Background: an optimization exercise with open tools, aiming at small area, a short achievable clock period and few clock cycles per item. Do not read the settings as production practice.
Function was checked by simulation only, so behaviour that the tests miss may differ from the original.
Power is estimated from default activity; no workload was simulated.

Setup of rev 12:
==> flow/design.v <==
package lmps_pkg;
  localparam int COLUMNS_DEF  = 8;
  localparam int CHANNELS_DEF = 15;
  localparam int PIXELS_DEF   = 5;
  localparam int OP_W       = 2;
  localparam int COORD_W    = 3;
  localparam int BYTE_W     = 8;
  localparam int DRIVE_W    = 15;
  localparam int IN_DATA_W  = 32;
  localparam int OUT_DATA_W = 24;
  localparam logic [3:0] TICK_LAST = 4'd15;
  localparam logic [OP_W-1:0] OP_TICK  = 2'd0;
  localparam logic [OP_W-1:0] OP_WRITE = 2'd1;
  localparam logic [OP_W-1:0] OP_CLEAR = 2'd2;
  localparam logic [OP_W-1:0] OP_NOP   = 2'd3;
  localparam logic [1:0] ACT_NONE  = 2'd0;
  localparam logic [1:0] ACT_SHIFT = 2'd1;
  localparam logic [1:0] ACT_RESET = 2'd2;
endpackage
module lmps_ram #(
  parameter int COLUMNS = 8,
  parameter int PIXELS  = 5,
  parameter int PW      = 15
) (
  input  logic                       clk,
  input  logic                       rst,
  input  logic                       we,
  input  logic [2:0]                 wcol,
  input  logic [2:0]                 wpix,
  input  logic [PW-1:0]              wdata,
  input  logic                       clr,
  input  logic [COLUMNS-1:0]         rsel,
  output logic [PIXELS*PW-1:0]       rdata,
  output logic [PIXELS-1:0]          rvalid
);
  logic [PW-1:0]     mem [COLUMNS][PIXELS];
  logic [PIXELS-1:0] vld [COLUMNS];
  always_ff @(posedge clk) begin
    for (int c = 0; c < COLUMNS; c++) begin
      for (int p = 0; p < PIXELS; p++) begin
        if (we && wcol == 3'(c) && wpix == 3'(p)) begin
          mem[c][p] <= wdata;
        end
      end
    end
  end
  always_ff @(posedge clk) begin
    for (int c = 0; c < COLUMNS; c++) begin
      for (int p = 0; p < PIXELS; p++) begin
        if (rst || clr) begin
          vld[c][p] <= 1'b0;
        end else if (we && wcol == 3'(c) && wpix == 3'(p)) begin
          vld[c][p] <= 1'b1;
        end
      end
    end
  end
  always_comb begin
    rdata  = '0;
    rvalid = '0;
    for (int c = 0; c < COLUMNS; c++) begin
      for (int p = 0; p < PIXELS; p++) begin
        rdata[p*PW +: PW] = rdata[p*PW +: PW] | (mem[c][p] & {PW{rsel[c]}});
      end
      rvalid = rvalid | (vld[c] & {PIXELS{rsel[c]}});
    end
  end
endmodule
module lmps_enc (
  input  logic [7:0] s,
  output logic [4:0] code
);
  logic lo;
  logic hi;
  assign lo   = (s[7:4] == 4'd0);
  assign hi   = (s[7:4] == 4'd1) && (s[3:0] <= 4'd13);
  assign code = hi ? {1'b1, s[3:0] + 4'd1} :
                lo ? {1'b0, s[3:0]} : 5'd0;
endmodule
module lmps_seq (
  input  logic [4:0] code,
  input  logic [3:0] t,
  output logic       hit
);
  assign hit = (t == code[3:0]);
endmodule
module led_matrix_pwm_scanner #(
  parameter int COLUMNS  = lmps_pkg::COLUMNS_DEF,
  parameter int CHANNELS = lmps_pkg::CHANNELS_DEF
) (
  input  logic                              clk,
  input  logic                              rst,
  input  logic                              s_tvalid,
  output logic                              s_tready,
  input  logic [lmps_pkg::IN_DATA_W-1:0]    s_tdata,
  input  logic [lmps_pkg::OP_W-1:0]         s_tuser,
  output logic                              m_tvalid,
  input  logic                              m_tready,
  output logic [lmps_pkg::OUT_DATA_W-1:0]   m_tdata
);
  localparam int PIXELS = lmps_pkg::PIXELS_DEF;
  localparam int PW     = 15;
  localparam int RW     = lmps_pkg::DRIVE_W + 2;
  logic              in_rdy;
  logic              cmd_v;
  logic [1:0]        cmd_op;
  logic [2:0]        cmd_col;
  logic [2:0]        cmd_row;
  logic [PW-1:0]     cmd_pix;
  logic [PW-1:0]     in_pix;
  logic [3:0]        tick_pos;
  logic [COLUMNS-1:0] col_oh;
  logic [PIXELS*PW-1:0] snap;
  logic [PIXELS-1:0] snap_vld;
  logic [RW-1:0]     out_d;
  logic [CHANNELS-1:0] drv_q;
  logic              rdy_int;
  logic              sk_v;
  logic [1:0]        sk_act;
  logic              exec;
  logic              is_tick;
  logic              reload;
  logic              do_write;
  logic              do_clear;
  logic [PIXELS*PW-1:0] col_data;
  logic [PIXELS-1:0] col_vld;
  logic [CHANNELS-1:0] drive;
  logic [1:0]        action;
  logic              cmd_v_nx;
  logic              sk_v_nx;
  assign s_tready = in_rdy;
  assign m_tdata  = {7'b0000000, out_d};
  assign rdy_int  = !(cmd_v && sk_v);
  assign exec     = cmd_v && !sk_v;
  assign is_tick  = exec && (cmd_op == lmps_pkg::OP_TICK);
  assign reload   = is_tick && (tick_pos == lmps_pkg::TICK_LAST);
  assign do_write = exec && (cmd_op == lmps_pkg::OP_WRITE);
  assign do_clear = exec && (cmd_op == lmps_pkg::OP_CLEAR);
  lmps_enc u_enc_b (.s(s_tdata[21:14]), .code(in_pix[4:0]));
  lmps_enc u_enc_r (.s(s_tdata[13:6]),  .code(in_pix[9:5]));
  lmps_enc u_enc_g (.s(s_tdata[29:22]), .code(in_pix[14:10]));
  lmps_ram #(
    .COLUMNS (COLUMNS),
    .PIXELS  (PIXELS),
    .PW      (PW)
  ) u_frame (
    .clk    (clk),
    .rst    (rst),
    .we     (do_write),
    .wcol   (cmd_col),
    .wpix   (cmd_row),
    .wdata  (cmd_pix),
    .clr    (do_clear),
    .rsel   (col_oh),
    .rdata  (col_data),
    .rvalid (col_vld)
  );
  for (genvar k = 0; k < CHANNELS; k++) begin : g_drive
    logic [4:0] fc;
    logic       flip;
    assign fc = col_data[5*k +: 5];
    lmps_seq u_cmp (
      .code (snap[5*k +: 5]),
      .t    (tick_pos),
      .hit  (flip)
    );
    assign drive[k] = reload  ? (col_vld[k/3] && !fc[4] && (fc[3:0] != 4'd0)) :
                      is_tick ? (drv_q[k] ^ (snap_vld[k/3] && flip))
                              : drv_q[k];
  end
  assign action = !reload   ? lmps_pkg::ACT_NONE :
                  col_oh[COLUMNS-1] ? lmps_pkg::ACT_RESET : lmps_pkg::ACT_SHIFT;
  assign cmd_v_nx = rdy_int ? s_tvalid : (cmd_v && !exec);
  assign sk_v_nx  = (!m_tvalid || m_tready) ? 1'b0 : (sk_v || exec);
  always_ff @(posedge clk) begin
    if (rst) begin
      cmd_v  <= 1'b0;
      in_rdy <= 1'b1;
    end else begin
      cmd_v  <= cmd_v_nx;
      in_rdy <= !(cmd_v_nx && sk_v_nx);
    end
  end
  always_ff @(posedge clk) begin
    if (rdy_int) begin
      cmd_op  <= s_tuser;
      cmd_col <= s_tdata[2:0];
      cmd_row <= s_tdata[5:3];
      cmd_pix <= in_pix;
    end
  end
  always_ff @(posedge clk) begin
    if (rst) begin
      tick_pos <= '0;
      col_oh   <= COLUMNS'(1);
      snap_vld <= '0;
    end else if (is_tick) begin
      tick_pos <= reload ? 4'd1 : tick_pos + 4'd1;
      if (reload) begin
        col_oh   <= {col_oh[COLUMNS-2:0], col_oh[COLUMNS-1]};
        snap_vld <= col_vld;
      end
    end
  end
  always_ff @(posedge clk) begin
    if (reload) begin
      snap <= col_data;
    end
  end
  always_ff @(posedge clk) begin
    if (rst) begin
      m_tvalid <= 1'b0;
      sk_v     <= 1'b0;
    end else begin
      m_tvalid <= (m_tvalid && !m_tready) || sk_v || exec;
      sk_v     <= sk_v_nx;
    end
  end
  always_ff @(posedge clk) begin
    if (rst) begin
      drv_q <= '0;
    end else if (exec) begin
      drv_q <= drive;
    end
  end
  always_ff @(posedge clk) begin
    if (rst) begin
      out_d <= '0;
    end else if (!m_tvalid || m_tready) begin
      out_d <= {sk_v ? sk_act : action, drive};
    end
    if (exec) begin
      sk_act <= action;
    end
  end
endmodule
clock: 7.0 ns
lec_check: 0
cap_margin: 20
core_margin: 2
core_utilization: 40
cts_cluster_diameter: 150
cts_cluster_size: 30
setup_slack_margin: 4.75
slew_margin: 20
tns_end_percent: 0
run.sh (not shown) runs the stock make flow with config.mk's settings and CLKGATE_MAP_FILE= SYNTH_SCRIPT=/design/flow/synth_recipe.tcl, a recipe that flattens the netlist after the stock synthesis.
Testbench counts of rev 12, summed over its fixed seeds: cycles 12,016, items 12,000.
For rev 13, these inputs were changed with respect to rev 12:
--- a/flow/design.v
+++ b/flow/design.v
@@ -77,15 +77,26 @@
   assign code = hi ? {1'b1, s[3:0] + 4'd1} :
                 lo ? {1'b0, s[3:0]} : 5'd0;
 endmodule
 module lmps_seq (
   input  logic [4:0] code,
   input  logic [3:0] t,
-  output logic       hit
-);
-  assign hit = (t == code[3:0]);
+  output logic       on_hold,
+  output logic       on_tick
+);
+  logic [3:0] w;
+  logic       lt;
+  logic       eq;
+  assign w  = code[3:0];
+  assign eq = (t == w);
+  assign lt = (!t[3] && w[3]) || ((t[3] == w[3]) &&
+              ((!t[2] && w[2]) || ((t[2] == w[2]) &&
+              ((!t[1] && w[1]) || ((t[1] == w[1]) &&
+              (!t[0] && w[0]))))));
+  assign on_tick = code[4] ^ lt;
+  assign on_hold = code[4] ^ (lt || eq);
 endmodule
 module led_matrix_pwm_scanner #(
   parameter int COLUMNS  = lmps_pkg::COLUMNS_DEF,
   parameter int CHANNELS = lmps_pkg::CHANNELS_DEF
 ) (
   input  logic                              clk,
@@ -110,13 +121,12 @@
   logic [PW-1:0]     in_pix;
   logic [3:0]        tick_pos;
   logic [COLUMNS-1:0] col_oh;
   logic [PIXELS*PW-1:0] snap;
   logic [PIXELS-1:0] snap_vld;
   logic [RW-1:0]     out_d;
-  logic [CHANNELS-1:0] drv_q;
   logic              rdy_int;
   logic              sk_v;
   logic [1:0]        sk_act;
   logic              exec;
   logic              is_tick;
   logic              reload;
@@ -154,22 +164,24 @@
     .rsel   (col_oh),
     .rdata  (col_data),
     .rvalid (col_vld)
   );
   for (genvar k = 0; k < CHANNELS; k++) begin : g_drive
     logic [4:0] fc;
-    logic       flip;
+    logic       on_hold;
+    logic       on_tick;
     assign fc = col_data[5*k +: 5];
     lmps_seq u_cmp (
-      .code (snap[5*k +: 5]),
-      .t    (tick_pos),
-      .hit  (flip)
+      .code    (snap[5*k +: 5]),
+      .t       (tick_pos),
+      .on_hold (on_hold),
+      .on_tick (on_tick)
     );
     assign drive[k] = reload  ? (col_vld[k/3] && !fc[4] && (fc[3:0] != 4'd0)) :
-                      is_tick ? (drv_q[k] ^ (snap_vld[k/3] && flip))
-                              : drv_q[k];
+                      is_tick ? (snap_vld[k/3] && on_tick)
+                              : (snap_vld[k/3] && on_hold);
   end
   assign action = !reload   ? lmps_pkg::ACT_NONE :
                   col_oh[COLUMNS-1] ? lmps_pkg::ACT_RESET : lmps_pkg::ACT_SHIFT;
   assign cmd_v_nx = rdy_int ? s_tvalid : (cmd_v && !exec);
   assign sk_v_nx  = (!m_tvalid || m_tready) ? 1'b0 : (sk_v || exec);
   always_ff @(posedge clk) begin
@@ -215,19 +227,12 @@
       m_tvalid <= (m_tvalid && !m_tready) || sk_v || exec;
       sk_v     <= sk_v_nx;
     end
   end
   always_ff @(posedge clk) begin
     if (rst) begin
-      drv_q <= '0;
-    end else if (exec) begin
-      drv_q <= drive;
-    end
-  end
-  always_ff @(posedge clk) begin
-    if (rst) begin
       out_d <= '0;
     end else if (!m_tvalid || m_tready) begin
       out_d <= {sk_v ? sk_act : action, drive};
     end
     if (exec) begin
       sk_act <= action;
[summary]
Comparing rev 13 and rev 12, the higher sequential share of layout area was measured on rev 12. Any difference in power between rev 13 and rev 12 is small enough to ignore. Summary of rev 13 over rev 12: post-layout utilization of the core went down by 0.43 points; area fraction of clock buffers and clock inverters ~0 delta; met2 track demand over resource in global routing now sits higher; count of clock-buffer cells in the layout closely matched the old numbers. Worst hold slack essentially unchanged between rev 13 and rev 12. As of rev 13, cell area after synthesis had risen by a few percent compared to rev 12. Final cell count, rev 13 vs rev 12: up by a few percent. Between rev 13 and rev 12, the setup slack figures differ only marginally. The leakage power total in rev 13 was higher than what rev 12 gave. Diff rev 12 -> rev 13: part of the cycle the worst path needs level; final design area excluding fillers moved up; number of non-clock inverters in the layout moved up.
Testbench counts of rev 13, summed over its fixed seeds: cycles 12,016, items 12,000.

re-timing with driven ports:
The flow's constraints put no driver on any port. The routed layouts listed below were extracted and timed again, unchanged, in two steps. Step 1 assumes that a clkbuf_16 drives the clock port and a buf_2 every other input. Step 2, shift: input delay + t, output delay - t, t = (earliest + latest rising clock arrival at the registers) / 2. This alone moves slack from input paths to output paths. Slacks: no drivers / after step 1 / after step 2; pairs: no drivers / after step 1.
| run | t (ns) | slack for setup (ns) | worst hold slack (ns) |
|---|---|---|---|
| rev 12 | 0.688 | 4.467 / 4.403 / 3.979 | 0.478 / 0.478 / 0.478 |
| rev 13 | 0.680 | 4.469 / 4.409 / 3.882 | 0.480 / 0.480 / 0.480 |
After both steps setup and hold are still met in every run listed. The setup slack of rev 13, which loses most, moves by -0.060 ns with the drivers and by -0.587 ns with both steps.
